From an optimization exercise on the open Yosys and OpenROAD flow, aimed at small area, a short achievable clock period and few clock cycles per item; shortcuts taken in it are not production practice. Only simulation tests tie the RTL to the original design; equivalence was not proved. Power and IR drop assume default switching activity.

==> flow/design.v, too long to show whole: its modules and the start of the top module <==
// module ex_bitwise: 33 lines
// module ex_arith: 31 lines
// module ex_mul_tree: 782 lines
// module ex_hilo: 17 lines
// module ex_stage: 142 lines
// module ex_stage_top: 33 lines
module ex_stage_top (
    input  logic        clk,
    input  logic        rst_i,
    input  logic        valid_i,
    input  logic [7:0]  req_aluop_i,
    input  logic [2:0]  req_alusel_i,
    input  logic [31:0] req_reg1_i,
    input  logic [31:0] req_reg2_i,
    input  logic [4:0]  req_wd_i,
    input  logic        req_wreg_i,
    output logic        stall_o,
    output logic        wb_valid_o,
    output logic [4:0]  wb_wd_o,
    output logic        wb_wreg_o,
    output logic [31:0] wb_wdata_o
);
  // ...
==> flow/run.sh <==
#!/bin/bash
# synth_recipe.tcl (not shown) runs the flow's synth.tcl, then flattens the netlist and writes it again
# the make line also repeats each setting of config.mk as NAME=value (left out here)
make -C /OpenROAD-flow-scripts/flow DESIGN_CONFIG=/design/flow/config.mk WORK_HOME=/design/flow/orfs CLKGATE_MAP_FILE= SYNTH_SCRIPT=/design/flow/synth_recipe.tcl finish
==> flow/config.mk <==
export PLATFORM = sky130hd
export DESIGN_NAME = ex_stage_top
export DESIGN_NICKNAME = ex_stage_top
export VERILOG_FILES = /design/flow/design.v
export SDC_FILE = /design/flow/constraint.sdc
export NUM_CORES = 4
export LEC_CHECK = 0
export ABC_AREA = 1
export CAP_MARGIN = 20
export CORE_MARGIN = 2
export CORE_UTILIZATION = 60
export SLEW_MARGIN = 20
==> flow/constraint.sdc <==
create_clock -name core_clock -period 18.5 [get_ports {clk}]
set_input_delay 3.7000 -clock core_clock [delete_from_list [all_inputs] [get_ports {clk}]]
set_output_delay 3.7000 -clock core_clock [all_outputs]
set_load 0.01 [all_outputs]
==> results.yml, run 1 <==
logic_synthesis:
  synth-compound-area-share: 0.211
  synth-main-ff-cell: "dfxtp_1"
  synth_top_family_by_area: "adder cells"
  synth_edf_count: 0
setup_path:
  worstRegToRegCells: 20
  crit_path_end_kind: "output pin"
  crit_cells: 7
finish:
  final-clk-cell-share: 0.0284
  seq_cell_count: 209
  seq_share: 0.118
  multi_input_area_share: 0.698
  layout_commonest_cell: "nand2_1"
  nNonClkInverters: 699
  buffers_excl_clock: 226
  buffer_area_frac: 0.0562
power:
  powerComb_mw: 2.92
  power_mw: 4.09
  power.density_nw_per_um2: 115
global_route:
  grt_antenna_before_repair: 8
  grt_first_pass_wirelength_um: 206000
timing:
  hold_viol_final: 0
  fin_crit_sh: 0.545
  tightest_slew_ns: 1.19
die:
  core_region_area_um2: 53700
  nWellTaps: 696
drt:
  wl_um: 141000
  routed_via_density: 6.44
  drt_iter0_markers: 4044
run_status:
  outcome: "timing/DRC/antenna clean"
worst_hold_path:
  min_from: "i_ex_stage.cnt_q[0]"
  hold_depth: 1
placement:
  hpwl_um: 100000
clock_network:
  h-tree-depth: 1
Testbench counts, summed over its fixed seeds: cycles 19,190, items 16,000.
==> module ex_arith, before the edit <==
module ex_arith (
    input  logic        sub_i,
    input  logic        slt_i,
    input  logic        uns_i,
    input  logic        clz_i,
    input  logic        clo_i,
    input  logic [31:0] reg1_i,
    input  logic [31:0] reg2_i,
    output logic [31:0] arith_o,
    output logic        overflow_o
);
    logic [31:0] sum;
    logic [31:0] cw;
    logic [5:0]  cnt;
    logic        lt;
    assign sum = reg1_i + (reg2_i ^ {32{sub_i}}) + {31'b0, sub_i};
    assign overflow_o = (reg1_i[31] == (reg2_i[31] ^ sub_i)) && (sum[31] != reg1_i[31]);
    assign lt = (reg1_i[31] != reg2_i[31]) ? (uns_i ? reg2_i[31] : reg1_i[31]) : sum[31];
    assign cw = reg1_i ^ {32{clo_i}};
    always_comb begin
        cnt = 6'd32;
        for (int i = 0; i < 32; i++) begin
            if (cw[i]) cnt = 6'(31 - i);
        end
    end
    always_comb begin
        if (clz_i)      arith_o = {26'b0, cnt};
        else if (slt_i) arith_o = {31'b0, lt};
        else            arith_o = sum;
    end
endmodule
==> module ex_stage, before the edit <==
module ex_stage (
    input  logic        clk,
    input  logic        rst_i,
    input  logic        valid_i,
    input  logic [7:0]  aluop_i,
    input  logic [2:0]  alusel_i,
    input  logic [31:0] reg1_i,
    input  logic [31:0] reg2_i,
    input  logic [4:0]  wd_i,
    input  logic        wreg_i,
    output logic        stall_o,
    output logic        wb_valid_o,
    output logic [4:0]  wb_wd_o,
    output logic        wb_wreg_o,
    output logic [31:0] wb_wdata_o
);
    localparam int NR = 9;
    localparam int NP = 2;
    localparam int YW = 2 * NR * NP + 1;
    logic sel_nop, sel_logic, sel_shift, sel_move, sel_arith, sel_mul;
    logic accept, is_mulop, last;
    logic is_acc, is_sub, is_mt, mul_sgn;
    logic we_hi, we_lo, trap;
    logic [1:0] cnt_q;
    assign sel_nop   = (alusel_i == 3'd0);
    assign sel_logic = (alusel_i == 3'd1);
    assign sel_shift = (alusel_i == 3'd2);
    assign sel_move  = (alusel_i == 3'd3);
    assign sel_arith = (alusel_i == 3'd4);
    assign sel_mul   = (alusel_i == 3'd5);
    assign is_mulop = !alusel_i[1] && (alusel_i[2] ? (aluop_i[3] && aluop_i[7]) : (aluop_i[3] || aluop_i[7]));
    assign last     = (cnt_q == 2'(NP - 1));
    assign stall_o  = valid_i && is_mulop && !last;
    assign accept   = valid_i && !rst_i && !stall_o;
    always_ff @(posedge clk) begin
        if (rst_i || !stall_o) begin
            cnt_q <= 2'd0;
        end else begin
            cnt_q <= cnt_q + 2'd1;
        end
    end
    assign is_acc  = sel_nop && aluop_i[7];
    assign is_sub  = sel_nop && aluop_i[7] && aluop_i[3] && aluop_i[1];
    assign is_mt   = sel_nop && !aluop_i[7] && !aluop_i[3] && aluop_i[4];
    assign we_hi   = sel_nop && (aluop_i[7] || aluop_i[3] || (aluop_i[4] && !aluop_i[1]));
    assign we_lo   = sel_nop && (aluop_i[7] || aluop_i[3] || (aluop_i[4] && aluop_i[1]));
    assign mul_sgn = sel_mul || (!aluop_i[0] && !(aluop_i[7] && !aluop_i[1]));
    logic [31:0] logic_res, shift_res, arith_res, alu_res;
    logic        overflow;
    logic [63:0] row0, row1, s_d, c_d, fb, fb2, sum, hilo;
    logic [YW-1:0] yext;
    logic [2*NR:0] win;
    logic        acc_p_q, sub_p_q;
    ex_bitwise i_ex_bitwise (
        .lop_i   (aluop_i[1:0]),
        .left_i  (aluop_i[6]),
        .arith_i (aluop_i[0]),
        .reg1_i  (reg1_i),
        .reg2_i  (reg2_i),
        .logic_o (logic_res),
        .shift_o (shift_res)
    );
    ex_arith i_ex_arith (
        .sub_i      (aluop_i[1] && !aluop_i[6]),
        .slt_i      (aluop_i[3]),
        .uns_i      (aluop_i[0]),
        .clz_i      (aluop_i[7]),
        .clo_i      (aluop_i[0]),
        .reg1_i     (reg1_i),
        .reg2_i     (reg2_i),
        .arith_o    (arith_res),
        .overflow_o (overflow)
    );
    assign yext = {{(YW - 33){mul_sgn & reg2_i[31]}}, reg2_i, 1'b0};
    always_comb begin
        win = '0;
        for (int g = 0; g < NP; g++) begin
            if (2'(NP - 1 - g) == cnt_q) win = yext[2*NR*g +: 2*NR+1];
        end
    end
    assign fb = (cnt_q != 2'd0) ? {sum[63-2*NR:0], {(2*NR){1'b0}}} : 64'b0;
    always_ff @(posedge clk) begin
        acc_p_q <= stall_o && is_acc;
        sub_p_q <= stall_o && is_sub;
    end
    assign fb2 = (acc_p_q && last) ? (hilo ^ {64{sub_p_q}}) : 64'b0;
    ex_mul_tree i_ex_mul_tree (
        .a_i    (reg1_i),
        .win_i  (win),
        .sgn_i  (mul_sgn),
        .fb_i   (fb),
        .fb2_i  (fb2),
        .row0_o (row0),
        .row1_o (row1)
    );
    assign trap = sel_arith && !aluop_i[7] && !aluop_i[3] && !(aluop_i[6] ^ aluop_i[0]);
    assign alu_res = ({32{sel_logic}} & logic_res) |
                     ({32{sel_shift}} & shift_res) |
                     ({32{sel_arith}} & arith_res);
    assign s_d = is_mulop ? row0 : (is_mt ? {reg1_i, reg1_i} : {32'b0, alu_res});
    assign c_d = is_mulop ? row1 : 64'b0;
    logic [63:0] s_q, c_q;
    logic        v_q, we_hi_q, we_lo_q, sub_q, mfhi_q, mflo_q, res_q;
    logic [4:0]  wd_q;
    logic        wreg_q;
    always_ff @(posedge clk) begin
        if (rst_i) begin
            v_q     <= 1'b0;
            we_hi_q <= 1'b0;
            we_lo_q <= 1'b0;
        end else begin
            v_q     <= accept;
            we_hi_q <= accept && we_hi;
            we_lo_q <= accept && we_lo;
        end
    end
    always_ff @(posedge clk) begin
        s_q    <= s_d;
        c_q    <= c_d;
        sub_q  <= is_sub;
        mfhi_q <= sel_move && !aluop_i[1];
        mflo_q <= sel_move && aluop_i[1];
        res_q  <= !sel_nop && !sel_move;
        wd_q   <= wd_i;
        wreg_q <= wreg_i && !(trap && overflow);
    end
    assign sum = s_q + c_q;
    ex_hilo i_ex_hilo (
        .clk     (clk),
        .rst_i   (rst_i),
        .we_hi_i (we_hi_q),
        .we_lo_i (we_lo_q),
        .wdata_i (sum ^ {64{sub_q}}),
        .hilo_o  (hilo)
    );
    assign wb_valid_o = v_q;
    assign wb_wd_o    = wd_q;
    assign wb_wreg_o  = wreg_q;
    assign wb_wdata_o = ({32{res_q}} & sum[31:0]) |
                        ({32{mfhi_q}} & hilo[63:32]) |
                        ({32{mflo_q}} & hilo[31:0]);
endmodule
==> run 2, diff against run 1 <==
--- a/flow/design.v
+++ b/flow/design.v
@@ -103,21 +103,10 @@
 endmodule
 module ex_arith (
-    input  logic        sub_i,
-    input  logic        slt_i,
-    input  logic        uns_i,
-    input  logic        clz_i,
     input  logic        clo_i,
     input  logic [31:0] reg1_i,
-    input  logic [31:0] reg2_i,
-    output logic [31:0] arith_o,
-    output logic        overflow_o
+    output logic [31:0] count_o
 );
-    logic [31:0] sum;
     logic [31:0] cw;
     logic [5:0]  cnt;
-    logic        lt;
-    assign sum = reg1_i + (reg2_i ^ {32{sub_i}}) + {31'b0, sub_i};
-    assign overflow_o = (reg1_i[31] == (reg2_i[31] ^ sub_i)) && (sum[31] != reg1_i[31]);
-    assign lt = (reg1_i[31] != reg2_i[31]) ? (uns_i ? reg2_i[31] : reg1_i[31]) : sum[31];
     assign cw = reg1_i ^ {32{clo_i}};
     always_comb begin
@@ -127,9 +116,5 @@
         end
     end
-    always_comb begin
-        if (clz_i)      arith_o = {26'b0, cnt};
-        else if (slt_i) arith_o = {31'b0, lt};
-        else            arith_o = sum;
-    end
+    assign count_o = {26'b0, cnt};
 endmodule
 module ex_mul_tree (
@@ -962,10 +947,11 @@
     assign sel_arith = (alusel_i == 3'd4);
     assign sel_mul   = (alusel_i == 3'd5);
-    assign is_mulop = !alusel_i[1] && (alusel_i[2] ? (aluop_i[3] && aluop_i[7]) : (aluop_i[3] || aluop_i[7]));
+    assign is_mulop = sel_mul || (sel_nop && (aluop_i[7] || aluop_i[3]));
     assign last     = (cnt_q == 2'(NP - 1));
-    assign stall_o  = valid_i && is_mulop && !last;
-    assign accept   = valid_i && !rst_i && !stall_o;
+    assign stall_o  = !last && !alusel_i[1] &&
+                      (alusel_i[2] ? (aluop_i[3] && aluop_i[7]) : (aluop_i[3] || aluop_i[7]));
+    assign accept   = valid_i && !rst_i && !(stall_o && valid_i);
     always_ff @(posedge clk) begin
-        if (rst_i || !stall_o) begin
+        if (rst_i || !(stall_o && valid_i)) begin
             cnt_q <= 2'd0;
         end else begin
@@ -978,7 +964,7 @@
     assign we_hi   = sel_nop && (aluop_i[7] || aluop_i[3] || (aluop_i[4] && !aluop_i[1]));
     assign we_lo   = sel_nop && (aluop_i[7] || aluop_i[3] || (aluop_i[4] && aluop_i[1]));
-    assign mul_sgn = sel_mul || (!aluop_i[0] && !(aluop_i[7] && !aluop_i[1]));
+    assign mul_sgn = aluop_i[0] ^ (aluop_i[1] || aluop_i[4]);
     logic [31:0] logic_res, shift_res, arith_res, alu_res;
-    logic        overflow;
+    logic        is_addsub, do_sub;
     logic [63:0] row0, row1, s_d, c_d, fb, fb2, sum, hilo;
     logic [YW-1:0] yext;
@@ -995,13 +981,7 @@
     );
     ex_arith i_ex_arith (
-        .sub_i      (aluop_i[1] && !aluop_i[6]),
-        .slt_i      (aluop_i[3]),
-        .uns_i      (aluop_i[0]),
-        .clz_i      (aluop_i[7]),
-        .clo_i      (aluop_i[0]),
-        .reg1_i     (reg1_i),
-        .reg2_i     (reg2_i),
-        .arith_o    (arith_res),
-        .overflow_o (overflow)
+        .clo_i   (aluop_i[0]),
+        .reg1_i  (reg1_i),
+        .count_o (arith_res)
     );
     assign yext = {{(YW - 33){mul_sgn & reg2_i[31]}}, reg2_i, 1'b0};
@@ -1014,6 +994,6 @@
     assign fb = (cnt_q != 2'd0) ? {sum[63-2*NR:0], {(2*NR){1'b0}}} : 64'b0;
     always_ff @(posedge clk) begin
-        acc_p_q <= stall_o && is_acc;
-        sub_p_q <= stall_o && is_sub;
+        acc_p_q <= is_acc;
+        sub_p_q <= is_sub;
     end
     assign fb2 = (acc_p_q && last) ? (hilo ^ {64{sub_p_q}}) : 64'b0;
@@ -1028,11 +1008,14 @@
     );
     assign trap = sel_arith && !aluop_i[7] && !aluop_i[3] && !(aluop_i[6] ^ aluop_i[0]);
+    assign is_addsub = sel_arith && !aluop_i[7];
+    assign do_sub    = aluop_i[1] && !aluop_i[6];
     assign alu_res = ({32{sel_logic}} & logic_res) |
                      ({32{sel_shift}} & shift_res) |
                      ({32{sel_arith}} & arith_res);
-    assign s_d = is_mulop ? row0 : (is_mt ? {reg1_i, reg1_i} : {32'b0, alu_res});
-    assign c_d = is_mulop ? row1 : 64'b0;
+    assign s_d = is_mulop ? row0 : (is_mt ? {reg1_i, reg1_i} : (is_addsub ? {32'b0, reg1_i} : {32'b0, alu_res}));
+    assign c_d = is_mulop ? row1 : (is_addsub ? {32'b0, reg2_i ^ {32{do_sub}}} : 64'b0);
     logic [63:0] s_q, c_q;
     logic        v_q, we_hi_q, we_lo_q, sub_q, mfhi_q, mflo_q, res_q;
+    logic        cin_q, trap_q, slt_q, uns_q, ovf, lt;
     logic [4:0]  wd_q;
     logic        wreg_q;
@@ -1054,9 +1037,15 @@
         mfhi_q <= sel_move && !aluop_i[1];
         mflo_q <= sel_move && aluop_i[1];
-        res_q  <= !sel_nop && !sel_move;
+        res_q  <= !sel_nop && !sel_move && !(is_addsub && aluop_i[3]);
+        cin_q  <= is_addsub && do_sub;
+        trap_q <= trap;
+        slt_q  <= is_addsub && aluop_i[3];
+        uns_q  <= aluop_i[0];
         wd_q   <= wd_i;
-        wreg_q <= wreg_i && !(trap && overflow);
+        wreg_q <= wreg_i;
     end
-    assign sum = s_q + c_q;
+    assign sum = s_q + c_q + {63'b0, cin_q};
+    assign ovf = (s_q[31] == c_q[31]) && (sum[31] != s_q[31]);
+    assign lt  = (s_q[31] == c_q[31]) ? (s_q[31] ^ uns_q) : sum[31];
     ex_hilo i_ex_hilo (
         .clk     (clk),
@@ -1069,6 +1058,7 @@
     assign wb_valid_o = v_q;
     assign wb_wd_o    = wd_q;
-    assign wb_wreg_o  = wreg_q;
+    assign wb_wreg_o  = wreg_q && !(trap_q && ovf);
     assign wb_wdata_o = ({32{res_q}} & sum[31:0]) |
+                        {31'b0, slt_q && lt} |
                         ({32{mfhi_q}} & hilo[63:32]) |
                         ({32{mflo_q}} & hilo[31:0]);
==> run 2 against run 1 <==
Worst setup slack got worse by 0.43 ns. Wire length decreased by 6.5%. Critical path depth increased by 13. Fmax decreased by 4.1%. Total power decreased by 2.9%. Register-to-register slack got worse by 0.82 ns. Combinational power decreased by 2%. Non-clock buffer count decreased by 26. Design area decreased by 4.5%. Critical path type is now in -> reg. Highest routed layer unchanged.
==> results.yml, run 2 <==
setup_path:
  path_delay_family: "buffers and inverters"
  worstRegToRegCells: 20
  critPathMaxFanout: 32
  worstPathCellList: "clkdlybuf4s50_1 > inv_1 > nor2_2 > buf_4 > nor3_1 > a21oi_1 > nand3_1 > nand2_1 > buf_4 > inv_2 > mux2_2 > o22ai_1 > xor2_1 > fa_1 > fa_1 > inv_1 > fa_1 > fa_1 > nand2_1 > o21ai_0"
  rr_startpoint: "i_ex_stage.cnt_q[0]"
  cpPeakStageDelay_ns: 0.91
  crit_path_end_kind: "flip-flop"
  cp.required_ns: 18.85
  cp-start-kind: "primary input"
  reg2reg_slack_ns: 10.27
  criticalPathCategory: "in -> reg"
  cp_slowest_cell: "clkdlybuf4s50_1"
  reg2reg_to: "i_ex_stage.c_q[17]"
  cp.buffers_inverters: 6
  crit_cells: 20
  critPathMostFrequentCell: "fa_1"
  startpoint: "req_aluop_i[1]"
  cp.arrival_ns: 10.86
logic_synthesis:
  ys_seq_area_frac: 0.135
  synth_top_area_frac: 0.189
  yosysMostFrequentCell: "nand2_1"
  synth_area_per_cell_um2: 7.30
  ys_async_sr_fraction: 0
  synthesis.area_um2: 31400
  ys_seq_elements: 212
  synthTopCellsByArea: "fa_1 (19%), dfxtp_1 (14%), xor2_1 (11%)"
  syn-num-nets: 4861
  syn_inst: 4295
  synth-main-ff-cell: "dfxtp_1"
  synth.distinct_cells: 60
  ys_warn_count: 4
  synth_edf_count: 0
  synth_top_area_cell: "fa_1"
  synthTopCellsByCount: "nand2_1 (755), inv_1 (596), xor2_1 (389), o22ai_1 (317), o21ai_0 (301)"
global_route:
  grt_antenna_before_repair: 5
  grt_first_pass_wirelength_um: 191000
  grt_pass1_vias: 29200
  grt_use_total: 0.482
  grt_overflow: 0
  grt_max_degree: 73
run_status:
  outcome: "timing/DRC/antenna clean"
power:
  p_leak_nw: 15.7
  power.density_nw_per_um2: 117
  power_mw: 3.97
  ir_drop_mv: 0.0859
drt:
  drtAntennaViolNets: 0
  wl_per_cell_um: 26.8
  vias: 31400
  drt_iter0_markers: 4615
  dr.pass1.iters: 9
  wl_um: 132000
  drc_errors: 0
  routed_via_density: 6.39
finish:
  layout_commonest_cell: "nand2_1"
  top_regs: "i_ex_stage.c_q: 64 flops, i_ex_stage.i_ex_hilo.hilo_o: 64 flops, i_ex_stage.s_q: 64 flops"
  layout.nets: 4785
  num-fill-cells: 4723
  syn_to_final_growth_pct: 7.77
  final_layout_size_suffix_gt1_frac: 0.0500
  antenna_cells: 0
  final_cell_mix: "nand2_1 (749), inv_1 (596), xor2_1 (389), o22ai_1 (316), o21ai_0 (297)"
timing:
  hold_viol_final: 0
  max_slew_margin: 0.111
  setup_violations: 0
  fmax_ghz: 0.0951
  fin_crit_sh: 0.568
  tightest_slew_ns: 1.32
  finClkSkew_ns: 0.0111
  fin_ws_ns: 7.98
  fin_crit_ns: 10.52
  slew_violations: 0
  fin_tns_setup_ns: 0
  rsz0062_at_grt: "no"
clock_network:
  postCtsHoldBufs: 0
  clk_pin_slew_ns: 0.06
  clockBufferDepth: 3
  clock_latency_ns: 0.56
  h-tree-depth: 1
  clockRootBuffer: "clkbuf_16"
  clock_sinks: 212
  ctsResizeCount: 0
  post-cts-setup-buffers: 0
  cts_tree: "built"
  cts_buffers: 26
placement:
  io_buffers: 121
  hpwl_um: 98900
  pre_cts_slack_ns: 7.80
  place_congestion: 1.07
die:
  die_width_um: 233
  initial_utilization: 0.609
  rows: 83
  core_region_area_um2: 51500
  io_pins: 124
  dieArea_um2: 54100
  die_h_um: 233
worst_hold_path:
  hold_class: "reg -> reg"
  hold_depth: 1
  hold_end: "i_ex_stage.cnt_q[0]"
  min_from: "i_ex_stage.cnt_q[0]"
flow_run:
  maxCapViolations: 0
run 2: cell count changes in the layout (fill, tap and decap cells not counted), sizes merged, moves of 15 or more:
| cell | before | now |
|---|---|---|
| inv | 694 | 610 |
| nand2 | 722 | 771 |
| nor2 | 292 | 244 |
| a21oi | 261 | 219 |
| o21ai | 373 | 333 |
| a221oi | 36 | 2 |
| ha | 217 | 186 |
| buf | 107 | 81 |
| o2111ai | 11 | 29 |
| nand3 | 109 | 92 |
| o211ai | 46 | 61 |
run 2: kinds of logic after synthesis:
group | share of synthesized area
xor+xnor | 0.128
compound gates | 0.203
flops | 0.135
mux | 0.0157
buf+inv | 0.112
fa+ha+maj | 0.263
simple gates | 0.143
run 2: report_power, final:
| group | total [mW] | internal, mW | switching [mW] |
|---|---|---|---|
| Clock | 0.544 | 0.326 | 0.218 |
| Combinational | 2.86 | 1.09 | 1.77 |
| Sequential | 0.562 | 0.531 | 0.0309 |
run 2: worst max path at each step:
stage	end	slack (ns)
after global routing	i_ex_stage.c_q[17]	8.02
after CTS	i_ex_stage.c_q[17]	8.36
after detailed placement	i_ex_stage.c_q[17]	7.80
after floorplan	stall_o	10.52
final	i_ex_stage.c_q[17]	7.98
after global placement	i_ex_stage.c_q[17]	7.87
run 2: layout make-up:
cell class                 count  area, um2  area share
multi-input combinational   3164      23700       0.701
sequential                   212       4250       0.126
clock buffer                  34        743      0.0220
clock inverter                12        160     0.00474
timing repair buffer         200       1790      0.0531
inverter                     615       2310      0.0683
tap                          680        851      0.0252
run 2: metal layers:
layer | routed length, um | vias to the layer above | global-route usage
met2 | 51800 | 2365 | 0.674
met3 | 22300 | 471 | 0.220
met4 | 7570 | 8 | 0.215
met5 | 47 | - | 0.00276
met1 | 49800 | 14700 | 0.633
li1 | - | 13800 | -
run 2: through the flow:
step                      hold WS (ns)   util  instances  cell area (um2)
final                            0.446  0.656       4917            33800
after global routing             0.478  0.656       4917            33800
after CTS                        0.448  0.656       4917            33800
after detailed placement         0.438  0.638       4871            32900
after global placement           0.428  0.638       4871            32900
after floorplan                  0.417      -       4295            31400
Testbench counts of run 2, summed over its fixed seeds: cycles 19,190, items 16,000.

afterwards: timing with drivers on the ports:
In the flow no input, the clock included, has a driving cell. The finished layouts below were timed again as built, in two steps. Step 1: set_driving_cell puts a clkbuf_16 on clk and a buf_2 on each other input, an assumption about the parent block. Step 2, shift: input delay + t, output delay - t, t = (earliest + latest rising clock arrival at the registers) / 2. This alone moves slack from input paths to output paths. Three values: no drivers, after step 1, after step 2; two values: the first two.
run | shift t [ns] | setup WS [ns] | cell pins on the clock port's net
run 1 | 0.657 | 8.418 / 8.390 / 8.288 | 1
run 2 | 0.609 | 7.983 / 8.016 / 7.407 | 1
After both steps every run listed still meets setup and hold. For run 2, which loses most, drivers alone change the setup slack by +0.033 ns; drivers and shift together by -0.576 ns.
